From an optimization exercise on the open Yosys and OpenROAD flow, aimed at small area, a short achievable clock period and few clock cycles; shortcuts taken in it are not production practice.
Function was checked by simulation only, so behaviour that the tests miss may differ from the original.
Power is estimated from default activity; no workload was simulated.

File: config.mk
export PLATFORM = sky130hd
export DESIGN_NAME = mips_core
export DESIGN_NICKNAME = mips_core
export VERILOG_FILES = /design/flow/design.v
export SDC_FILE = /design/flow/constraint.sdc
export NUM_CORES = 4
export LEC_CHECK = 0
export CAP_MARGIN = 20
export CORE_MARGIN = 2
export CORE_UTILIZATION = 45
export PLACE_DENSITY = 0.6
export SETUP_SLACK_MARGIN = 5
export SLEW_MARGIN = 20
File: constraint.sdc
create_clock -name core_clock -period 9.0 [get_ports {clk}]
set_input_delay 1.8000 -clock core_clock [delete_from_list [all_inputs] [get_ports {clk}]]
set_output_delay 1.8000 -clock core_clock [all_outputs]
set_load 0.01 [all_outputs]
File: design.v
module register_file (
    input  logic        clk,
    input  logic        rst_n,
    input  logic [4:0]  rs,
    input  logic [4:0]  rt,
    input  logic        we,       
    input  logic [4:0]  waddr,
    input  logic [31:0] wdata,
    output logic [31:0] rs_data,
    output logic [31:0] rt_data
);
    logic [31:0] regs [1:31];
    logic [31:1] vld;
    always_ff @(posedge clk) begin
        if (we) regs[waddr] <= wdata;
    end
    always_ff @(posedge clk or negedge rst_n) begin
        if (!rst_n)
            vld <= '0;
        else if (we)
            vld[waddr] <= 1'b1;
    end
    always_comb begin
        rs_data = '0;
        rt_data = '0;
        for (int i = 1; i < 32; i++) begin
            rs_data = rs_data | ({32{rs == i[4:0] && vld[i]}} & regs[i]);
            rt_data = rt_data | ({32{rt == i[4:0] && vld[i]}} & regs[i]);
        end
    end
endmodule
module mips_core #(
    parameter logic [31:0] RESET_PC = 32'h0000_0000
) (
    input  logic        clk,
    input  logic        rst_n,
    output logic [31:0] imem_addr,
    input  logic [31:0] imem_data,
    output logic        wb_cyc,
    output logic        wb_stb,
    output logic        wb_we,
    output logic [31:0] wb_adr,
    output logic [31:0] wb_dat_w,
    input  logic [31:0] wb_dat_r,
    input  logic        wb_ack,
    output logic        rf_we,
    output logic [4:0]  rf_waddr,
    output logic [31:0] rf_wdata
);
    logic [29:0] pc;                  
    logic        d_valid;
    logic [31:0] d_instr;
    logic [29:0] d_pc;
    logic        d_pred;              
    logic        e_wr;                
    logic        e_ld;                
    logic        e_mem;               
    logic        e_iss;               
    logic        e_st;                
    logic        e_br;                
    logic        e_bne;
    logic        e_pred;
    logic        e_k0;                
    logic        e_k1;                
    logic        e_sub, e_and, e_or, e_slt;
    logic        e_fwda, e_fwdb, e_fwds;      
    logic        e_wfwda, e_wfwdb, e_wfwds;   
    logic [4:0]  e_dest;
    logic [31:0] e_a, e_b, e_sd;
    logic [29:0] e_alt;               
    logic        m_wr;
    logic        m_ld;                
    logic        m_lb;                
    logic [4:0]  m_dest;
    logic [31:0] m_result;
    logic        b_cyc;
    logic        b_we;
    logic [31:0] b_adr;
    logic [31:0] b_dat;
    logic        w_we;
    logic [4:0]  w_dest;
    logic [31:0] w_data;
    logic        ex_hold;             
    logic        mem_hold;            
    logic        load_use;            
    logic        kill_id;             
    logic        redir;               
    assign mem_hold = m_ld && !wb_ack;
    assign ex_hold  = !wb_ack && (m_ld || (e_mem && !e_iss && b_cyc));
    logic [5:0]  f_op;
    logic        f_br, f_same, f_bwd;
    logic [16:0] f_lo;
    logic [13:0] f_hi_m1, f_hi_p1;
    logic [29:0] f_tgt;
    logic [29:0] pc_inc;
    logic        if_adv;
    assign imem_addr = {pc, 2'b00};
    assign pc_inc    = pc + 30'd1;
    assign f_op    = imem_data[31:26];
    assign f_br    = (f_op[5:1] == 5'b00010);
    assign f_same  = (imem_data[25:21] == imem_data[20:16]);
    assign f_bwd   = f_br && (f_same ? !f_op[0] : imem_data[15]);
    assign f_lo    = {1'b0, pc[15:0]} + {1'b0, imem_data[15:0]} + 17'd1;
    assign f_hi_m1 = pc[29:16] - 14'd1;
    assign f_hi_p1 = pc[29:16] + 14'd1;
    assign f_tgt   = {imem_data[15] ? (f_lo[16] ? pc[29:16] : f_hi_m1)
                                    : (f_lo[16] ? f_hi_p1 : pc[29:16]), f_lo[15:0]};
    assign if_adv = !ex_hold && !load_use;
    always_ff @(posedge clk or negedge rst_n) begin
        if (!rst_n) begin
            pc      <= RESET_PC[31:2];
            d_valid <= 1'b0;
        end else if (redir) begin
            pc      <= e_alt;
            d_valid <= 1'b0;
        end else if (if_adv) begin
            pc      <= f_bwd ? f_tgt : pc_inc;
            d_valid <= 1'b1;
        end
    end
    always_ff @(posedge clk) begin
        if (if_adv) begin
            d_instr <= imem_data;
            d_pc    <= pc;
            d_pred  <= f_bwd;
        end
    end
    logic [5:0]  op, fn;
    logic [4:0]  rs, rt, rd, dest;
    logic        is_r, is_addi, is_lw, is_sw, is_br;
    logic        wr_nz, use_rs, use_rt, alu_src;
    logic [31:0] imm;
    logic [31:0] rf_a, rf_b, id_a, id_rt;
    logic        e_hit_a, e_hit_b, m_hit_a, m_hit_b;
    logic [31:0] m_val;
    logic        id_go;
    assign op  = d_instr[31:26];
    assign fn  = d_instr[5:0];
    assign rs  = d_instr[25:21];
    assign rt  = d_instr[20:16];
    assign rd  = d_instr[15:11];
    assign imm = {{16{d_instr[15]}}, d_instr[15:0]};
    assign is_r    = (op == 6'h00) && (fn == 6'h20 || fn == 6'h22 || fn == 6'h24
                                    || fn == 6'h25 || fn == 6'h2a);
    assign is_addi = (op == 6'h08);
    assign is_lw   = (op == 6'h23);
    assign is_sw   = (op == 6'h2b);
    assign is_br   = (op[5:1] == 5'b00010);
    assign alu_src = is_addi || is_lw || is_sw;
    assign dest    = is_r ? rd : rt;
    assign wr_nz   = (is_r || is_addi || is_lw) && (dest != 5'd0);
    assign use_rs  = is_r || alu_src || is_br;
    assign use_rt  = is_r || is_sw || is_br;
    register_file u_rf (
        .clk (clk), .rst_n (rst_n),
        .rs (rs), .rt (rt),
        .we (m_wr && !mem_hold), .waddr (m_dest), .wdata (m_val),
        .rs_data (rf_a), .rt_data (rf_b)
    );
    assign m_val   = m_ld ? wb_dat_r : m_lb ? b_dat : m_result;
    assign e_hit_a = e_wr && !e_ld && (e_dest == rs);
    assign e_hit_b = e_wr && !e_ld && (e_dest == rt);
    assign m_hit_a = m_wr && (m_dest == rs);
    assign m_hit_b = m_wr && (m_dest == rt);
    assign id_a    = rf_a;
    assign id_rt   = rf_b;
    assign load_use = d_valid && e_ld && ((use_rs && rs == e_dest) || (use_rt && rt == e_dest));
    assign id_go = d_valid && !load_use && !kill_id;
    logic [31:0] opa, opb, sd, opb_x, sum, res;
    logic        lt, eq, taken;
    logic        e_ex_a_fwd, e_ex_b_fwd;
    assign opa   = e_fwda ? m_result : e_wfwda ? w_data : e_a;
    assign opb   = e_fwdb ? m_result : e_wfwdb ? w_data : e_b;
    assign sd    = e_fwds ? m_result : e_wfwds ? w_data : e_sd;
    assign opb_x = opb ^ {32{e_sub}};
    assign sum   = opa + opb_x + {31'd0, e_sub};
    assign lt    = (opa[31] ^ opb[31]) ? opa[31] : sum[31];
    assign res   = e_and ? (opa & opb) :
                   e_or  ? (opa | opb) :
                   e_slt ? {31'd0, lt} : sum;
    assign eq    = (opa == opb);
    assign taken = e_bne ? !eq : eq;
    always_comb begin
        kill_id = 1'b0;
        redir   = 1'b0;
        if (e_br && !ex_hold) begin
            if (taken && !e_pred) begin
                if (!e_k0) begin
                    kill_id = 1'b1;
                    redir   = !(e_k1 && !d_pred);   
                end
            end else if (!taken && e_pred) begin
                kill_id = 1'b1;
                redir   = 1'b1;
            end
        end
    end
    always_ff @(posedge clk or negedge rst_n) begin
        if (!rst_n) begin
            e_wr  <= 1'b0;
            e_ld  <= 1'b0;
            e_mem <= 1'b0;
            e_iss <= 1'b0;
            e_br  <= 1'b0;
        end else if (!ex_hold) begin
            e_iss <= early_push;
            e_wr  <= id_go && wr_nz;
            e_ld  <= id_go && is_lw && (rt != 5'd0);
            e_mem <= id_go && (is_lw || is_sw);
            e_br  <= id_go && is_br;
        end
    end
    always_ff @(posedge clk) begin
        if (!ex_hold) begin
            e_st   <= is_sw;
            e_bne  <= op[0];
            e_pred <= d_pred;
            e_k0   <= (d_instr[15:0] == 16'd0);
            e_k1   <= (d_instr[15:0] == 16'd1);
            e_sub  <= is_r && (fn == 6'h22 || fn == 6'h2a);
            e_and  <= is_r && (fn == 6'h24);
            e_or   <= is_r && (fn == 6'h25);
            e_slt  <= is_r && (fn == 6'h2a);
            e_dest <= dest;
            e_alt  <= d_pc + 30'd1 + (d_pred ? 30'd0 : imm[29:0]);
            e_fwda  <= e_hit_a;
            e_fwdb  <= e_hit_b && !alu_src;
            e_fwds  <= e_hit_b;
            e_wfwda <= m_hit_a && !e_hit_a;
            e_wfwdb <= m_hit_b && !e_hit_b && !alu_src;
            e_wfwds <= m_hit_b && !e_hit_b;
            e_a    <= id_a;
            e_b    <= alu_src ? imm : id_rt;
            e_sd   <= id_rt;
        end else begin
            e_fwda  <= 1'b0;
            e_fwdb  <= 1'b0;
            e_fwds  <= 1'b0;
            e_wfwda <= 1'b0;
            e_wfwdb <= 1'b0;
            e_wfwds <= 1'b0;
            e_a    <= opa;
            e_b    <= opb;
            e_sd   <= sd;
        end
    end
    logic early_push, late_push;
    assign early_push = !ex_hold && d_valid && is_lw && (rs == 5'd0) && !e_br
                      && !(e_mem && !e_iss) && (!b_cyc || wb_ack);
    assign late_push  = !ex_hold && e_mem && !e_iss;
    always_ff @(posedge clk or negedge rst_n) begin
        if (!rst_n) begin
            m_wr  <= 1'b0;
            m_ld  <= 1'b0;
            m_lb  <= 1'b0;
            b_cyc <= 1'b0;
        end else begin
            if (!mem_hold) begin
                m_wr <= !ex_hold && e_wr;
                m_ld <= !ex_hold && e_ld && !(e_iss && wb_ack);
                m_lb <= !ex_hold && e_ld && e_iss && wb_ack;
            end
            if (early_push || late_push)
                b_cyc <= 1'b1;
            else if (wb_ack)
                b_cyc <= 1'b0;
        end
    end
    always_ff @(posedge clk) begin
        if (!mem_hold)
            m_dest <= e_dest;
        m_result <= res;
        if (late_push) begin
            b_we  <= e_st;
            b_adr <= sum;
        end else if (early_push) begin
            b_we  <= 1'b0;
            b_adr <= imm;
        end
        if (late_push)
            b_dat <= sd;
        else if (e_iss && wb_ack)
            b_dat <= wb_dat_r;
    end
    assign wb_cyc   = b_cyc;
    assign wb_stb   = b_cyc;
    assign wb_we    = b_we;
    assign wb_adr   = b_adr;
    assign wb_dat_w = b_dat;
    always_ff @(posedge clk or negedge rst_n) begin
        if (!rst_n)
            w_we <= 1'b0;
        else
            w_we <= !mem_hold && m_wr;
    end
    always_ff @(posedge clk) begin
        w_dest <= m_dest;
        w_data <= m_val;
    end
    assign rf_we    = w_we;
    assign rf_waddr = w_dest;
    assign rf_wdata = w_data;
endmodule
File: flow/run.sh
#!/bin/bash
set -euo pipefail
bash standard.sh "BUFFER_PORTS_ARGS=-buffer_cell sky130_fd_sc_hd__buf_2" \
    finish > standard.log 2>&1
File: standard.sh
#!/bin/bash
# synth_recipe.tcl (not shown) runs the flow's synth.tcl, then flattens the netlist and writes it again
# the make line also repeats each setting of config.mk as NAME=value (left out here)
make -C /OpenROAD-flow-scripts/flow DESIGN_CONFIG=/design/flow/config.mk WORK_HOME=/design/flow/orfs CLKGATE_MAP_FILE= SYNTH_SCRIPT=/design/flow/synth_recipe.tcl "${@:-finish}"
==> results of run 1 <==
cell usage after synthesis (all sizes together), types with 14 or more instances:
master | number | share of area (%)
a31oi | 14 | 0.13
mux2i | 146 | 2.2
nor3 | 84 | 0.65
or3 | 14 | 0.13
a221oi | 220 | 3.0
a222oi | 32 | 0.49
a21oi | 299 | 2.3
nand2 | 235 | 1.3
o21ai | 208 | 1.6
a22oi | 496 | 5.7
xnor2 | 96 | 1.3
ha | 164 | 3.1
or4 | 36 | 0.41
clkbuf | 278 | 1.6
nand4 | 111 | 1.1
nand2b | 14 | 0.13
nor2 | 245 | 1.4
o21a | 37 | 0.42
edfxtp | 1169 | 54
a21o | 48 | 0.55
dfxtp | 171 | 5.2
buf | 113 | 0.85
nand3 | 172 | 1.3
inv | 109 | 0.63
o211ai | 28 | 0.32
o21bai | 25 | 0.29
nor4 | 20 | 0.19
dfrtp | 72 | 2.8
o22ai | 25 | 0.24
a22o | 223 | 3.0
and3 | 79 | 0.75
xor2 | 55 | 0.74
nor2b | 28 | 0.29
mux2 | 34 | 0.60
cell type report:
type / instances / area [um2] / share of cell area, %
Tap cell: 1903 / 2380 / 3.16
Timing Repair inverter: 1 / 7.51 / 0.00997
Multi-Input combinational cell: 3313 / 24000 / 31.9
Clock buffer: 196 / 4180 / 5.56
Antenna cell: 5 / 12.5 / 0.0166
Clock inverter: 83 / 987 / 1.31
Sequential cell: 1412 / 40300 / 53.6
Inverter: 110 / 432 / 0.574
Timing Repair Buffer: 415 / 2910 / 3.86
power breakdown:
group	leakage (nW)	internal, mW	total (mW)	switching, mW
Sequential	13.3	7.54	7.91	0.366
Combinational	11.6	0.861	2.19	1.33
Clock	2.49	3.70	6.52	2.82
flip-flops by register name (all words and copies together) (netlist names), 31 cells and up:
signal     flops
u_rf.regs    992
b_adr         32
b_dat         32
d_instr       32
e_a           32
e_b           32
e_sd          32
m_result      32
w_data        32
u_rf.vld      31
final timing paths:
path	endpoint	slack [ps]	cells after the start
min in group asynchronous	e_br	860	1
worst min register to register	pc[28]	460	1
max in group asynchronous	u_rf.vld[18]	7090	2
worst max-delay path	e_b[8]	5020	10
worst max register to register	e_b[8]	5020	10
worst min-delay path	pc[28]	460	1
worst max-delay path: stages (launching register included):
cell and delay (ps):
edfxtp_1 540, nor3b_1 240, and3_2 490, buf_4 480, a22o_1 310, a221oi_1 270, nand3_1 110, or4_1 850
mux2_2 390, nor2_1 80, a21oi_1 50
per-stage QoR:
step | std cells | worst slack, ps
2_1_floorplan | 5226 | 4770
3_3_place_gp | 7099 | 3840
3_5_place_dp | 7102 | 3850
4_1_cts | 7396 | 4890
6_report | 7438 | 5020
5_1_grt | 7434 | 4960
metal layers:
| layer | part of all wire (%) | track usage [%] | wire length, um | vias up |
|---|---|---|---|---|
| met5 | 0.022 | 0 | 62 | - |
| met2 | 41 | 53.1 | 118000 | 5327 |
| met3 | 16 | 13.9 | 45600 | 1314 |
| met4 | 8.1 | 24.3 | 23300 | 10 |
| li1 | - | - | - | 21180 |
| met1 | 35 | 47.6 | 99800 | 26344 |
cells by family (layout without fill, tap and decap cells):
| group | after synthesis | in the layout | share of synthesized area [%] |
|---|---|---|---|
| AOI/OAI and AO/OA | 1720 | 1720 | 18.9 |
| adders and majority gates | 168 | 168 | 3.26 |
| buffers and inverters | 501 | 805 | 3.07 |
| DFF | 1412 | 1412 | 61.6 |
| other | 1 | 7 | 0.00573 |
| and+or+nand+nor | 1092 | 1092 | 8.34 |
| xor gates and xnor gates | 151 | 151 | 2.02 |
| muxes | 180 | 180 | 2.83 |
what timing repair did:
| item | in CTS | in global routing |
|---|---|---|
| setup endpoints to repair | 187 | 258 |
| buffers inserted | 13 | 34 |
| resized for setup | 30 | 61 |
| cloned | 2 | 3 |
| pin swaps | 5 | 15 |
==> summary.txt, run 1 <==
Run status
  • Run status: complete, no violations

CTS
  • Total clock sinks: 1,412
  • Num CTS Buffers: 151
  • Clock tree buffer depth: 3
  • Clock slew at reported path FFs: 60 ps
  • Clock Latency Late Sink: 820 ps
  • TritonCTS clock tree: done
  • CTS H-tree lvls: 4
  • Hold-fix buffers at CTS: 0
  • Clock root cell: clkbuf_16

GRT
  • Aggregate global-route resource usage: a little under two fifths
  • GRT overflow: 0
  • Initial antenna violation count: 14
  • Vias in the first global route: 50,816
  • Largest net degree at the start of global routing: 98
  • First-pass GRT wire length: 387,000 um

Route
  • Vias per cell: 7.28
  • DRC viols: 0
  • First DRT Iteration DRCs: 10,596
  • Final wirelength: ~290,000 um
  • Drt pass-1 iters: 12
  • DR vias: 54,175
  • DR WL/cell: 38.6 um
  • Final ANT Viol Nets: 0

Layout
  • Share of layout cells above drive strength 1: about 16%
  • Commonest non-fill, non-tap cell in the layout: edfxtp_1
  • Area growth, synth to finish: 15.0%
  • Finished Cell Area: around 0.075 mm2
  • # nets final: 5,639
  • Most frequent cells in the layout: 1,169 x edfxtp_1, 496 x a22oi_1, 277 x a21oi_1
  • Post-Route Utilization: 52.3%
  • Number of fill cells: 12,271

STA
  • Max Fclk: 251 MHz
  • Relative slew slack: 13.0%
  • Tightest Pin Transition: 1290 ps
  • Final setup violation count: 0
  • Unrepaired setup endpoints after global routing: yes
  • Slew Limit Fails: 0
  • Worst hold slack: 458 ps
  • Final Hold Vio Count: 0
  • Final worst-path cycle share: around 44%
  • Crit path time final: 3980 ps
  • Setup TNS: 0 ps
  • Worst Clk Skew: 63.7 ps

Worst setup path
  • CP required: 9680 ps
  • Setup CP Type: register to register
  • Reg-to-Reg Start: d_instr[19]
  • Maximum fanout along the worst path: 22
  • Critical Path Sink Type: register
  • Crit path DAT: 4660 ps
  • Worst setup path start: d_instr[19]
  • Startpoint Class: register

Floorplanning
  • Total die area: approximately 0.15 mm2
  • Area of the core: between 0.1 and 0.15 mm2
  • Die Width: 385 um
  • Row cnt: 139
  • IO Pins: 204
  • Die height: 385 um
  • Initial Util: 45.5%

Worst hold path
  • Min-delay worst type: register to register
  • Hold_sp: e_alt[28]

Place
  • Final HPWL DP: around 150,000 um
  • Gpl congestion: between 0.9 and 1
  • IO Port Bufs: 201
  • Post-DP Area: between 0.06 and 0.07 mm2

Logic synthesis
  • Asr flop ratio synth: approximately 5.1%
  • FF+latch count, synth: 1,412
  • Post-synthesis cell area: 0.0655 mm2
  • Sequential area share after synthesis: around three fifths
  • Syn Inst Count: 5,225
  • Synth cell types: 88
  • Avg Cell Area, Syn: 12.5 um2
  • Synthesis warning total: 2
  • Number of synthesized flops with an enable pin: about 1,200
  • Top_reg_cell synth: edfxtp_1

Pwr
  • Peak supply drop: 0.000206 V
  • Cell leakage power: approximately 27 nW
  • PD cells: 221 mW/mm2
  • Total power: 16.6 mW

Flow run
  • Number of max-cap violations: 0
Testbench counts, summed over its fixed seeds: cycles 5,824.
==> run 2: changes to the inputs <==
--- a/config.mk
+++ b/config.mk
@@ -10,2 +10,4 @@
 export CORE_UTILIZATION = 45
+export CTS_CLUSTER_DIAMETER = 80
+export CTS_CLUSTER_SIZE = 20
 export PLACE_DENSITY = 0.6
==> summary.txt, run 2 <==
Floorplanning
  • Die Width: 385 um
  • Area of the core: 0.144 mm2
  • Total die area: 0.149 mm2
  • IO Pins: around 200
  • Initial Util: 45.5%
  • Row cnt: around 140
  • Die height: about 390 um

CTS
  • Clock Latency Late Sink: 760 ps
  • Total clock sinks: around 1,400
  • CTS H-tree lvls: 3
  • Clock tree buffer depth: 3
  • Clock slew at reported path FFs: 90 ps
  • Clock root cell: clkbuf_16
  • Hold-fix buffers at CTS: 0
  • Num CTS Buffers: 88
  • TritonCTS clock tree: done

Worst setup path
  • Critical Path Sink Type: register
  • Startpoint Class: register
  • Crit path DAT: 4720 ps
  • Slowest-stage cell, CP: dfxtp_4
  • Maximum fanout along the worst path: 16
  • Max incr delay on CP: 380 ps
  • R2r setup slk: 4930 ps
  • Setup CP Type: register to register
  • CP required: slightly below 10,000 ps
  • CP Cell Sequence: buf_4 -> buf_12 -> buf_12 -> mux2i_1 -> o21a_1 -> ha_1 -> nor4_2 -> nand4_1 -> nor2_4 -> xnor2_1 -> or3_1 -> a21o_1 -> a21oi_4 -> buf_12 -> mux2_2
  • Crit-path most repeated cell: buf_12
  • Worst setup path start: e_wfwdb
  • Reg-to-Reg Start: e_wfwdb

STA
  • Final setup violation count: 0
  • Slew Limit Fails: 0
  • Crit path time final: 4070 ps
  • Setup TNS: 0 ps
  • Worst hold slack: between 400 and 500 ps
  • Final worst-path cycle share: 45.2%
  • Tightest Pin Transition: between 1000 and 1500 ps
  • Max Fclk: 246 MHz
  • Slack of the critical path: 4930 ps
  • Worst Clk Skew: 74.8 ps
  • Unrepaired setup endpoints after global routing: yes
  • Final Hold Vio Count: 0
  • Relative slew slack: under 10%

Layout
  • Most flops, register: u_rf.regs
  • Commonest non-fill, non-tap cell in the layout: edfxtp_1
  • Area growth, synth to finish: 11.5%
  • Most frequent cells in the layout: 1,169 x edfxtp_1, 496 x a22oi_1, 276 x a21oi_1
  • Share of layout cells above drive strength 1: 15.2%
  • Largest register FFs: 992
  • Number of fill cells: 12,492
  • # nets final: 5,596

Logic synthesis
  • Post-synthesis cell area: 0.0655 mm2
  • Synth cell count leaders: 1,169 x edfxtp_1, 496 x a22oi_1, 299 x a21oi_1
  • Syn Inst Count: about 5,200
  • Synth cell types: 88
  • Asr flop ratio synth: 5.10%
  • Cell type with the largest total area after synthesis: edfxtp_1
  • Avg Cell Area, Syn: 12.5 um2
  • Synth area leaders: edfxtp_1 54%, a22oi_1 5.7%, dfxtp_1 5.2%
  • Sequential area share after synthesis: between 60% and 70%
  • FF+latch count, synth: 1,412
  • Share of the synthesized area in the top cell type: between 50 and 60%
  • Number of synthesized flops with an enable pin: 1,169
  • Top_reg_cell synth: edfxtp_1
  • Most frequent cell after synthesis: edfxtp_1
  • Synthesis warning total: 2

Worst hold path
  • Hold_sp: e_alt[28]
  • Min-delay worst type: register to register

Pwr
  • PD cells: about 200 mW/mm2
  • Peak supply drop: 0.000183 V
  • Cell leakage power: 26.2 nW

GRT
  • Met1 Use GR: 47.8%
  • Largest net degree at the start of global routing: 98
  • Initial antenna violation count: 10
  • Aggregate global-route resource usage: 37.1%
  • Met3 usage: between 10% and 20%
  • GR peak layer: met2
  • First-pass GRT wire length: 386,000 um
  • GRT met2 Usage: 53.0%
  • Vias in the first global route: 50,187
  • GRT overflow: 0

Place
  • Final HPWL DP: 154,000 um
  • IO Port Bufs: about 200
  • Gpl congestion: 0.934
  • Dpl ws: between 3000 and 4000 ps

Route
  • DR vias: 53,547
  • Final ANT Viol Nets: 0
  • First DRT Iteration DRCs: 10,059
  • DR WL/cell: 38.9 um
  • DRC viols: 0
  • Final wirelength: 285,000 um
  • Drt pass-1 iters: 9
  • Vias per cell: 7.31

Run status
  • Run status: complete, no violations

Flow run
  • Number of max-cap violations: 0
==> run 2: stage by stage <==
stage	power (mW)	utilization, %	instances	cell area, um2
finish	14.4	50.7	7328	73000
global placement	10.1	47.9	7099	69000
CTS	14.3	50.1	7266	72200
global route	14.8	50.7	7321	73000
floorplan	9.34	-	5226	65500
detailed placement	10.1	48.0	7102	69100
==> run 2: cell type report <==
cell class                      instances  area [um2]  share of cell area, %
Multi-Input combinational cell       3313       24000                   32.9
Sequential cell                      1412       40300                   55.3
Timing Repair Buffer                  435        3080                   4.22
Tap cell                             1903        2380                   3.26
Antenna cell                            9        22.5                 0.0309
Clock inverter                         30         334                  0.458
Timing Repair inverter                  1        7.51                 0.0103
Inverter                              110         435                  0.597
Clock buffer                          115        2350                   3.21
==> run 2: worst max-delay path: cells and delay by family, from the launching register on <==
kind                     cells  cell delay, ps
adder cells (fa/ha/maj)      1             330
multiplexers                 2             460
XOR/XNOR                     1             110
buffers and inverters        4             610
AO/OA/AOI/OAI                3             640
flip-flops                   1             380
AND/OR/NAND/NOR              4            1400
==> run 2: final timing paths <==
| check | endpoint | cells after the start |
|---|---|---|
| setup / recovery | pc[16] | 15 |
| hold / removal | pc[28] | 1 |
| setup reg to reg | pc[16] | 15 |
| hold reg to reg | pc[28] | 1 |
| max in group asynchronous | u_rf.vld[10] | 2 |
| min in group asynchronous | pc[0] | 1 |
==> run 2: repair_timing <==
action	CTS	global route
gates resized for setup	36	73
pin swaps	6	20
gates cloned	3	2
buffers inserted	16	51
endpoints found under the setup margin	237	570
==> run 2: where the power goes <==
part | switching, mW | internal [mW] | total [mW]
clock network | 2.37 | 1.89 | 4.26
registers | 0.365 | 7.53 | 7.90
logic | 1.33 | 0.867 | 2.20
==> run 2: metal layers <==
metal / up-vias / wire (um)
li1: 21032 / -
met2: 5106 / 118000
met5: - / 62
met3: 1258 / 44300
met1: 26147 / 99100
met4: 4 / 23800
==> run 2: logic make-up (layout without fill, tap and decap cells) <==
group | count (synthesis) | in the layout | share of synthesized area [%]
DFF | 1412 | 1412 | 61.6
adders and majority gates | 168 | 168 | 3.26
AOI/OAI and AO/OA | 1720 | 1720 | 18.9
xor gates and xnor gates | 151 | 151 | 2.02
and+or+nand+nor | 1092 | 1092 | 8.34
other | 1 | 11 | 0.00573
buffers and inverters | 501 | 691 | 3.07
muxes | 180 | 180 | 2.83
==> run 3: changes to the inputs <==
--- a/config.mk
+++ b/config.mk
@@ -10,4 +10,4 @@
 export CORE_UTILIZATION = 45
-export CTS_CLUSTER_DIAMETER = 80
-export CTS_CLUSTER_SIZE = 20
+export CTS_CLUSTER_DIAMETER = 90
+export CTS_CLUSTER_SIZE = 24
 export PLACE_DENSITY = 0.6
==> summary.txt, run 3 <==
Run status
  • Run status: complete, no violations

Route
  • Met1 wire length: 98,900 um
  • Drt pass-1 iters: 10
  • DR vias: 53,363
  • Final wirelength: 284,000 um
  • Vias per cell: 7.34
  • DR top layer: met5
  • DRC viols: 0
  • DR WL/cell: roughly 40 um
  • Met2 routed WL: 117,000 um
  • Met3 wire length: 43,900 um
  • First DRT Iteration DRCs: 10,557
  • Final ANT Viol Nets: 0

STA
  • Crit path time final: 3970 ps
  • Worst hold slack: 465 ps
  • Slew Limit Fails: 0
  • Relative slew slack: between 10 and 15%
  • Tightest Pin Transition: 1270 ps
  • Worst Clk Skew: 32.2 ps
  • Max Fclk: between 200 and 300 MHz
  • Final setup violation count: 0
  • Final Hold Vio Count: 0
  • Final worst-path cycle share: 44.1%
  • Setup TNS: 0 ps
  • Unrepaired setup endpoints after global routing: yes

Pwr
  • Total power: roughly 14 mW
  • Cell leakage power: 25.8 nW
  • Peak supply drop: between 0.00015 and 0.0002 V
  • PD cells: 192 mW/mm2

Floorplanning
  • Row cnt: ~140
  • Die height: about 390 um
  • Area of the core: 0.144 mm2
  • Initial Util: approximately 45%
  • IO Pins: 204
  • Die Width: 385 um
  • Total die area: 0.149 mm2

GRT
  • Largest net degree at the start of global routing: 98
  • GRT overflow: 0
  • First-pass GRT wire length: 383,000 um
  • Aggregate global-route resource usage: 36.9%
  • Initial antenna violation count: 12
  • Vias in the first global route: 49,937

CTS
  • TritonCTS clock tree: done
  • CTS H-tree lvls: 3
  • Clock tree buffer depth: 3
  • Total clock sinks: 1,412
  • Clock slew at reported path FFs: approximately 100 ps
  • Num CTS Buffers: between 70 and 80
  • Clock root cell: clkbuf_16
  • Clock Latency Late Sink: 740 ps

Worst setup path
  • Startpoint Class: input pin
  • CP required: approximately 9400 ps
  • Reg-to-Reg Start: d_instr[24]
  • Setup CP Type: input pin to register
  • CP Cell Sequence: buf_2 -> nor2b_1 -> buf_4 -> inv_1 -> nand2_1 -> inv_1 -> nand2_1 -> nor2_4 -> buf_4
  • Critical Path Sink Type: register
  • Worst Setup EP: u_rf.regs[15][30]
  • RR Endpoint: e_a[11]
  • Slowest-stage cell, CP: buf_4
  • R2r setup slk: between 5000 and 6000 ps
  • Reg2reg path depth: 8
  • Worst setup path start: wb_ack
  • Maximum fanout along the worst path: 32
  • Crit path DAT: ~4300 ps
  • Max incr delay on CP: 800 ps

Place
  • IO Port Bufs: 201
  • Gpl congestion: 0.934
  • Post-DP Area: 0.0691 mm2
  • Final HPWL DP: roughly 150,000 um

Flow run
  • Number of max-cap violations: 0

Logic synthesis
  • Synth cell count leaders: 1,169 x edfxtp_1, 496 x a22oi_1, 299 x a21oi_1
  • Synth area leaders: edfxtp_1 54%, a22oi_1 5.7%, dfxtp_1 5.2%
  • Top_reg_cell synth: edfxtp_1
  • FF+latch count, synth: 1,412
  • Most frequent cell after synthesis: edfxtp_1
  • Synth cell types: 88
  • Asr flop ratio synth: 5.10%
  • Cell type with the largest total area after synthesis: edfxtp_1
  • Avg Cell Area, Syn: about 13 um2
  • Share of the synthesized area in the top cell type: a little over half
  • Sequential area share after synthesis: between 60% and 70%
  • Syn Inst Count: around 5,200
  • Number of synthesized flops with an enable pin: between 1,000 and 1,500
  • Post-synthesis cell area: 0.0655 mm2
  • Synthesis warning total: 2

Layout
  • Area growth, synth to finish: 10.3%
  • Share of layout cells above drive strength 1: 14.3%
  • # nets final: 5,558
  • Number of fill cells: 12,572
  • Largest register FFs: 992
  • Most flops, register: u_rf.regs
  • Post-Route Utilization: 50.1%
  • Most frequent cells in the layout: 1,169 x edfxtp_1, 496 x a22oi_1, 273 x a21oi_1
  • Commonest non-fill, non-tap cell in the layout: edfxtp_1
  • Finished Cell Area: 0.0722 mm2

Worst hold path
  • Hold Crit Depth: 1
  • Min-delay worst type: register to register
-- run 3: cell counts after synthesis --
No cell type changed its count.
-- run 3: cell families after synthesis --
logic type      count (synthesis)  synth area share (%)
compound gates               1720                  18.9
xor+xnor                      151                  2.02
fa+ha+maj                     168                  3.26
simple gates                 1092                  8.34
other cells                     1               0.00573
buf+inv                       501                  3.07
flops                        1412                  61.6
mux                           180                  2.83
-- run 3: worst min path at each step --
stage | start | end | slack (ps)
3_5_place_dp | e_alt[9] | pc[9] | 440
4_1_cts | e_alt[28] | pc[28] | 470
6_report | e_alt[28] | pc[28] | 460
3_3_place_gp | e_alt[28] | pc[28] | 450
2_1_floorplan | m_dest[2] | w_dest[2] | 350
5_1_grt | u_rf.vld[26] | u_rf.vld[26] | 500
-- run 3: power breakdown --
part	internal, mW	switching [mW]
logic	0.860	1.32
registers	7.53	0.367
clock network	1.57	2.21
total	9.96	3.89
-- run 3: metrics by stage --
stage	setup slack, ps	std cells
floorplan	4770	5226
global placement	3840	7099
detailed placement	3850	7102
CTS	4880	7231
global route	4930	7262
finish	5030	7270
-- run 3: what timing repair did --
action	4_1_cts	5_1_grt
hold buffers	0	0
endpoints found under the setup margin	237	530
buffers inserted	18	28
gates cloned	2	3
pin swaps	5	15
resized for setup	35	67
-- run 3: area by class of cell --
class                   count  area, um2  share of cell area, %
diodes                      8       20.0                 0.0277
clock buffers              94       1920                   2.65
clock inverters            15        204                  0.282
inverters                 110        435                  0.603
multi-input cells        3314      24000                   33.3
flip-flops and latches   1412      40300                   55.9
well taps                1903       2380                   3.30
repair buffers            413       2870                   3.98
repair inverters            1       7.51                 0.0104
-- run 3: routing by layer --
layer	track usage [%]	up-vias
li1	-	20932
met1	47.4	26053
met2	52.6	5101
met3	13.1	1267
met4	24.2	10
met5	0	-
-- run 3: critical path, delay by kind of cell --
| kind | cells | cell delay (ps) |
|---|---|---|
| buffers and inverters | 5 | 1510 |
| AND/OR/NAND/NOR | 4 | 970 |
==> run 4: changes to the inputs <==
--- a/config.mk
+++ b/config.mk
@@ -10,4 +10,4 @@
 export CORE_UTILIZATION = 45
-export CTS_CLUSTER_DIAMETER = 90
-export CTS_CLUSTER_SIZE = 24
+export CTS_CLUSTER_DIAMETER = 100
+export CTS_CLUSTER_SIZE = 28
 export PLACE_DENSITY = 0.6
==> summary.txt, run 4 <==
STA
  • Final worst-path cycle share: ~44%
  • Final setup violation count: 0
  • Final Hold Vio Count: 0
  • Setup TNS: 0 ps
  • Max Fclk: approximately 250 MHz
  • Crit path time final: 3990 ps
  • Unrepaired setup endpoints after global routing: yes
  • Relative slew slack: 12.3%
  • Worst Clk Skew: roughly 80 ps
  • Slew Limit Fails: 0
  • Tightest Pin Transition: 1300 ps

Route
  • Final ANT Viol Nets: 0
  • DRC viols: 0
  • Drt pass-1 iters: 10
  • Vias per cell: 7.35
  • DR WL/cell: 39.1 um
  • Final wirelength: 283,000 um
  • First DRT Iteration DRCs: between 10,000 and 15,000
  • DR vias: approximately 53,000

CTS
  • Clock root cell: clkbuf_16
  • Clock Latency Late Sink: 790 ps
  • TritonCTS clock tree: done
  • Clock tree buffer depth: 3
  • CTS H-tree lvls: 2
  • Clock slew at reported path FFs: 110 ps
  • Num CTS Buffers: 57
  • Total clock sinks: 1,412

Worst setup path
  • CP required: 9660 ps
  • Setup CP Type: register to register
  • Maximum fanout along the worst path: 16
  • Startpoint Class: register
  • Reg2reg path depth: 14
  • Crit path DAT: ~4700 ps
  • R2r setup slk: ~5000 ps
  • RR Endpoint: pc[16]
  • Reg-to-Reg Start: e_wfwdb
  • Critical Path Sink Type: register

Logic synthesis
  • Most frequent cell after synthesis: edfxtp_1
  • FF+latch count, synth: 1,412
  • Number of synthesized flops with an enable pin: between 1,000 and 1,500
  • Top_reg_cell synth: edfxtp_1
  • Cell type with the largest total area after synthesis: edfxtp_1
  • Share of the synthesized area in the top cell type: 53.6%
  • Sequential area share after synthesis: 61.6%
  • Synth cell types: 88
  • Synthesis warning total: 2
  • Avg Cell Area, Syn: about 13 um2
  • Post-synthesis cell area: 0.0655 mm2
  • Synth area leaders: edfxtp_1 54%, a22oi_1 5.7%, dfxtp_1 5.2%
  • Syn Inst Count: 5,225
  • Synth cell count leaders: 1,169 x edfxtp_1, 496 x a22oi_1, 299 x a21oi_1
  • Asr flop ratio synth: 5.10%

Pwr
  • Peak supply drop: 0.000188 V
  • PD cells: about 190 mW/mm2
  • Cell leakage power: 25.7 nW
  • Flop pwr share: 58.6%
  • Clock share of power: 25.1%
  • Pint: slightly below 10 mW
  • Sw Share: between 20% and 30%
  • Switching Power: 3.80 mW
  • Comb pwr share: 16.2%

Worst hold path
  • Hold_sp: e_alt[28]
  • Min-delay worst type: register to register
  • Hold Crit Depth: 1
  • Worst Hold Path EP: pc[28]

GRT
  • Largest net degree at the start of global routing: 98
  • GR peak layer: met2
  • Vias in the first global route: around 50,000
  • Initial antenna violation count: 10
  • First-pass GRT wire length: 383,000 um
  • Aggregate global-route resource usage: 36.8%
  • GRT overflow: 0
  • Met3 usage: 12.5%
  • GRT met2 Usage: 52.9%
  • Met1 Use GR: 47.6%

Place
  • Gpl congestion: 0.934
  • Final HPWL DP: around 150,000 um
  • Placed insts: 7,102
  • IO Port Bufs: 201

Layout
  • Most frequent cells in the layout: 1,169 x edfxtp_1, 496 x a22oi_1, 276 x a21oi_1
  • Commonest non-fill, non-tap cell in the layout: edfxtp_1
  • # nets final: 5,557
  • Most flops, register: u_rf.regs
  • Post-Route Utilization: 49.9%
  • Share of layout cells above drive strength 1: ~14%
  • Layout Cells excl Fill: 7,258
  • Largest register FFs: 992
  • Area growth, synth to finish: 9.79%

Floorplanning
  • IO Pins: 204
  • Die height: 385 um
  • Total die area: 0.149 mm2
  • Area of the core: roughly 0.14 mm2
  • Die Width: 385 um
  • Initial Util: 45.5%
  • Row cnt: around 140

Run status
  • Run status: complete, no violations

Flow run
  • Number of max-cap violations: 0
run 4: worst max-delay path by stage:
stage	start	end	slack, ps	cells past startpoint
after floorplan	wb_ack	u_rf.regs[13][0]	4770	6
after global placement	imem_data[0]	pc[16]	3840	14
after detailed placement	imem_data[0]	pc[16]	3850	14
after CTS	e_wfwdb	pc[16]	4890	14
after global routing	e_wfwdb	b_adr[27]	4910	15
final	e_wfwdb	pc[16]	5010	14
run 4: kinds of logic after synthesis:
kind of cell / share of synthesized area [%]
AOI/OAI and AO/OA: 18.9
DFF: 61.6
and+or+nand+nor: 8.34
buffers and inverters: 3.07
muxes: 2.83
adders and majority gates: 3.26
xor gates and xnor gates: 2.02
other: 0.00573
run 4: repair_timing:
item                       4_1_cts  5_1_grt
hold buffers                     0        0
gates resized for setup         35       70
hold endpoints to repair         0        0
setup endpoints to repair      208      340
pin swaps                        5       11
gates cloned                     2        2
buffers inserted                18       40
run 4: final cells by class:
type | instances | area [um2]
timing repair inverter | 1 | 7.51
antenna | 6 | 15.0
multi-input combinational | 3313 | 24000
clock inverter | 11 | 175
fill | 12609 | 72100
timing repair buffer | 427 | 2980
inverter | 110 | 435
clock buffer | 75 | 1530
tap | 1903 | 2380
sequential | 1412 | 40300
run 4: per-layer routing:
| metal | share of wire, % | wire length (um) |
|---|---|---|
| met5 | 0.011 | 30 |
| met4 | 8.1 | 23000 |
| met3 | 16 | 44900 |
| met2 | 41 | 117000 |
| met1 | 35 | 98700 |
run 4: through the flow:
step | hold WS, ps | area, um2 | power (mW) | setup slack, ps
6_report | 471 | 71900 | 13.5 | 5010
5_1_grt | 501 | 71900 | 13.9 | 4910
4_1_cts | 468 | 71100 | 13.4 | 4890
3_5_place_dp | 442 | 69100 | 10.1 | 3850
3_3_place_gp | 450 | 69000 | 10.1 | 3840
2_1_floorplan | 346 | 65500 | 9.34 | 4770
run 4: worst max-delay path: stages, from the launching register on:
cell and delay, ps:
dfxtp_4 430, buf_12 190, buf_12 150, mux2i_1 190, o21a_1 220, ha_1 270, nor4_2 370, nand4_1 380
nor2_4 300, xnor2_1 110, or3_1 340, a21o_1 190, a21oi_4 180, buf_12 180, mux2_2 340
run 4: power by group through the flow:
stage,registers (mW),logic [mW],clock network [mW]
2_1_floorplan,7.91,1.43,0
3_3_place_gp,8.05,2.07,0
3_5_place_dp,8.04,2.11,0
4_1_cts,7.90,2.13,3.38
5_1_grt,7.93,2.41,3.57
6_report,7.90,2.19,3.39
==> run 5: changes to the inputs <==
==> flow/run.sh (replaced) <==
#!/bin/bash
# Standard layout (the standard.sh, unchanged synthesis), except that
#  - the port buffers are plain buf_2 cells (repair may still resize them)
set -euo pipefail
bash standard.sh "SETUP_SLACK_MARGIN=5.3" \
    "BUFFER_PORTS_ARGS=-buffer_cell sky130_fd_sc_hd__buf_2" \
    finish > standard.log 2>&1
--- a/config.mk
+++ b/config.mk
@@ -10,4 +10,2 @@
 export CORE_UTILIZATION = 45
-export CTS_CLUSTER_DIAMETER = 100
-export CTS_CLUSTER_SIZE = 28
 export PLACE_DENSITY = 0.6
==> summary.txt, run 5 <==
Run status
  • Run status: complete, no violations

GRT
  • First-pass GRT wire length: 396,000 um
  • Vias in the first global route: approximately 50,000
  • GRT overflow: 0
  • Initial antenna violation count: 10
  • Largest net degree at the start of global routing: 87
  • Aggregate global-route resource usage: 38.2%

STA
  • Crit path time final: 3940 ps
  • Final Hold Vio Count: 0
  • Setup TNS: 0 ps
  • Max Fclk: 254 MHz
  • Slew Limit Fails: 0
  • Final worst-path cycle share: 43.7%
  • Unrepaired setup endpoints after global routing: yes
  • Final setup violation count: 0
  • Relative slew slack: between 10% and 20%
  • Worst Clk Skew: 46.2 ps
  • Tightest Pin Transition: 1290 ps
  • Slack of the critical path: 5060 ps

Worst setup path
  • Crit-path leading delay family: simple AND/OR/NAND/NOR gates
  • Startpoint Class: register
  • CP required: 9690 ps
  • Crit path DAT: 4620 ps
  • CP Cell Sequence: buf_12 -> buf_16 -> buf_12 -> mux2i_1 -> nor2_1 -> a21oi_2 -> ha_1 -> nor4_4 -> nand4_1 -> nor2_4 -> xnor2_2 -> or3_1 -> a21o_1 -> a21oi_4 -> buf_6 -> buf_12 -> mux2_2
  • Crit-path most repeated cell: buf_12
  • Maximum fanout along the worst path: 10
  • Slowest-stage cell, CP: dfxtp_4
  • CP bufs+invs: 5
  • Max incr delay on CP: 440 ps
  • Critical Path Sink Type: register
  • Setup CP Type: register to register

CTS
  • CTS H-tree lvls: 4
  • Clock tree buffer depth: 3
  • Num CTS Buffers: 148
  • Total clock sinks: 1,412
  • Clock root cell: clkbuf_16
  • Clock Latency Late Sink: roughly 800 ps
  • TritonCTS clock tree: done
  • Clock slew at reported path FFs: around 60 ps

Layout
  • Post-Route Utilization: 52.9%
  • Layout Cells excl Fill: roughly 7,500
  • Most flops, register: u_rf.regs
  • Share of layout cells above drive strength 1: 19.0%
  • Most frequent cells in the layout: 1,169 x edfxtp_1, 496 x a22oi_1, 251 x a21oi_1
  • Commonest non-fill, non-tap cell in the layout: edfxtp_1
  • # nets final: 5,686
  • Largest register FFs: 992
  • Area growth, synth to finish: 16.5%

Logic synthesis
  • Most frequent cell after synthesis: edfxtp_1
  • Share of the synthesized area in the top cell type: 53.6%
  • Asr flop ratio synth: 5.10%
  • Cell type with the largest total area after synthesis: edfxtp_1
  • FF+latch count, synth: 1,412
  • Synthesis warning total: 2
  • Sequential area share after synthesis: roughly 62%
  • Synth cell types: 88
  • Syn Inst Count: 5,225
  • Post-synthesis cell area: 0.0655 mm2
  • Top_reg_cell synth: edfxtp_1
  • Synth cell count leaders: 1,169 x edfxtp_1, 496 x a22oi_1, 299 x a21oi_1
  • Avg Cell Area, Syn: 12.5 um2
  • Synth area leaders: edfxtp_1 54%, a22oi_1 5.7%, dfxtp_1 5.2%
  • Number of synthesized flops with an enable pin: 1,169

Floorplanning
  • IO Pins: around 200
  • Die height: approximately 390 um
  • Die Width: 385 um
  • Initial Util: 45.5%
  • Total die area: roughly 0.15 mm2
  • Area of the core: between 0.1 and 0.15 mm2
  • Row cnt: 139

Route
  • DR WL/cell: slightly below 40 um
  • Met1 wire length: 101,000 um
  • First DRT Iteration DRCs: 11,303
  • Met2 routed WL: around 120,000 um
  • Vias per cell: 7.31
  • DRC viols: 0
  • Drt pass-1 iters: 11
  • Final ANT Viol Nets: 0
  • DR vias: 54,661
  • Met3 wire length: 45,800 um
  • DR top layer: met5
  • Final wirelength: 292,000 um

Pwr
  • Peak supply drop: 0.000203 V
  • Cell leakage power: between 20 and 30 nW
  • PD cells: 215 mW/mm2

Place
  • Final HPWL DP: approximately 150,000 um
  • Dpl ws: 3870 ps
  • Placed insts: 7,083
  • Gpl congestion: 0.936
  • IO Port Bufs: 201

Flow run
  • Number of max-cap violations: 0

Worst hold path
  • Min-delay worst type: register to register
run 5: cell counts after synthesis:
No cell type changed its count.
run 5: per-layer routing:
| layer | track usage [%] | up-vias |
|---|---|---|
| met3 | 14.7 | 1451 |
| met5 | 1.17 | - |
| met4 | 26.2 | 12 |
| met1 | 48.3 | 26606 |
| li1 | - | 21274 |
| met2 | 53.7 | 5318 |
run 5: final timing paths:
path / from / slack, ps / cells after the start / endpoint
max in group asynchronous: rst_n / 7060 / 1 / m_ld
min in group asynchronous: rst_n / 1160 / 1 / pc[3]
worst min-delay path: u_rf.vld[2] / 480 / 1 / u_rf.vld[2]
worst max register to register: e_wfwda / 5060 / 17 / pc[16]
worst min register to register: u_rf.vld[2] / 480 / 1 / u_rf.vld[2]
worst max-delay path: e_wfwda / 5060 / 17 / pc[16]
run 5: layout make-up:
cell class | count | area (um2)
fill | 12107 | 67800
sequential | 1412 | 40300
multi-input combinational | 3314 | 24700
clock buffer | 206 | 4100
timing repair buffer | 464 | 3570
tap | 1903 | 2380
clock inverter | 63 | 676
inverter | 110 | 435
antenna | 9 | 22.5
timing repair inverter | 1 | 7.51
run 5: per-stage QoR:
| stage | hold slack (ps) | instance area (um2) | power (mW) |
|---|---|---|---|
| after floorplan | 346 | 65700 | 9.35 |
| after global placement | 446 | 69000 | 10.1 |
| after detailed placement | 453 | 69000 | 10.2 |
| after CTS | 466 | 75000 | 16.2 |
| after global routing | 501 | 76200 | 16.9 |
| final | 477 | 76200 | 16.4 |
run 5: timing repair:
item,in CTS,in global routing
hold buffers,0,0
gates resized for setup,122,192
setup buffers,54,55
cloned,8,4
endpoints found under the setup margin,756,567
pin swaps,24,79
run 5: cell families after synthesis:
kind of cell / count (synthesis) / share of synthesized area, %
xor+xnor: 151 / 2.02
simple gates: 1092 / 8.34
buf+inv: 501 / 3.07
mux: 180 / 2.83
fa+ha+maj: 168 / 3.26
other cells: 1 / 0.00573
flops: 1412 / 61.6
compound gates: 1720 / 18.9
run 5: power by group:
group          switching, mW  total (mW)  internal [mW]
clock                   2.70        6.14           3.44
sequential             0.398        7.94           7.55
combinational           1.38        2.30          0.921

-- separate check: timing with driven ports --
Ports are ideal in the flow. The routed layouts listed here were re-timed in OpenROAD. Step 1 (the two cells are an assumption about what drives the block):
set clk [get_ports {clk}]
set_driving_cell -lib_cell sky130_fd_sc_hd__clkbuf_16 $clk
set_driving_cell -lib_cell sky130_fd_sc_hd__buf_2 [delete_from_list [all_inputs] $clk]
Step 2 also shifts input and output timing later by t, the mid clock arrival at the registers, as if the neighbouring blocks saw the same clock. a / b / c = ideal / step 1 / step 2; a / b = the first two.
| run | t (ns) | setup WS [ns] | worst setup path after step 2 | latest minus earliest clock arrival (ns) | worst slew at a driven data input, ns |
|---|---|---|---|---|---|
| run 1 | 0.877 | 5.019 / 5.019 / 4.265 | input to register | 0.073 / 0.073 | 0.10 |
| run 2 | 0.802 | 4.934 / 4.934 / 4.270 | input to register | 0.079 / 0.079 | 0.10 |
| run 3 | 0.817 | 5.029 / 5.067 / 4.269 | input to register | 0.044 / 0.043 | 0.12 |
| run 4 | 0.837 | 5.008 / 5.008 / 4.261 | input to register | 0.104 / 0.103 | 0.12 |
| run 5 | 0.861 | 5.063 / 5.063 / 4.469 | input to register | 0.055 / 0.055 | 0.11 |
After both steps every run listed still meets setup and hold. For run 3, which loses most, drivers alone change the setup slack by +0.038 ns; drivers and shift together by -0.760 ns.
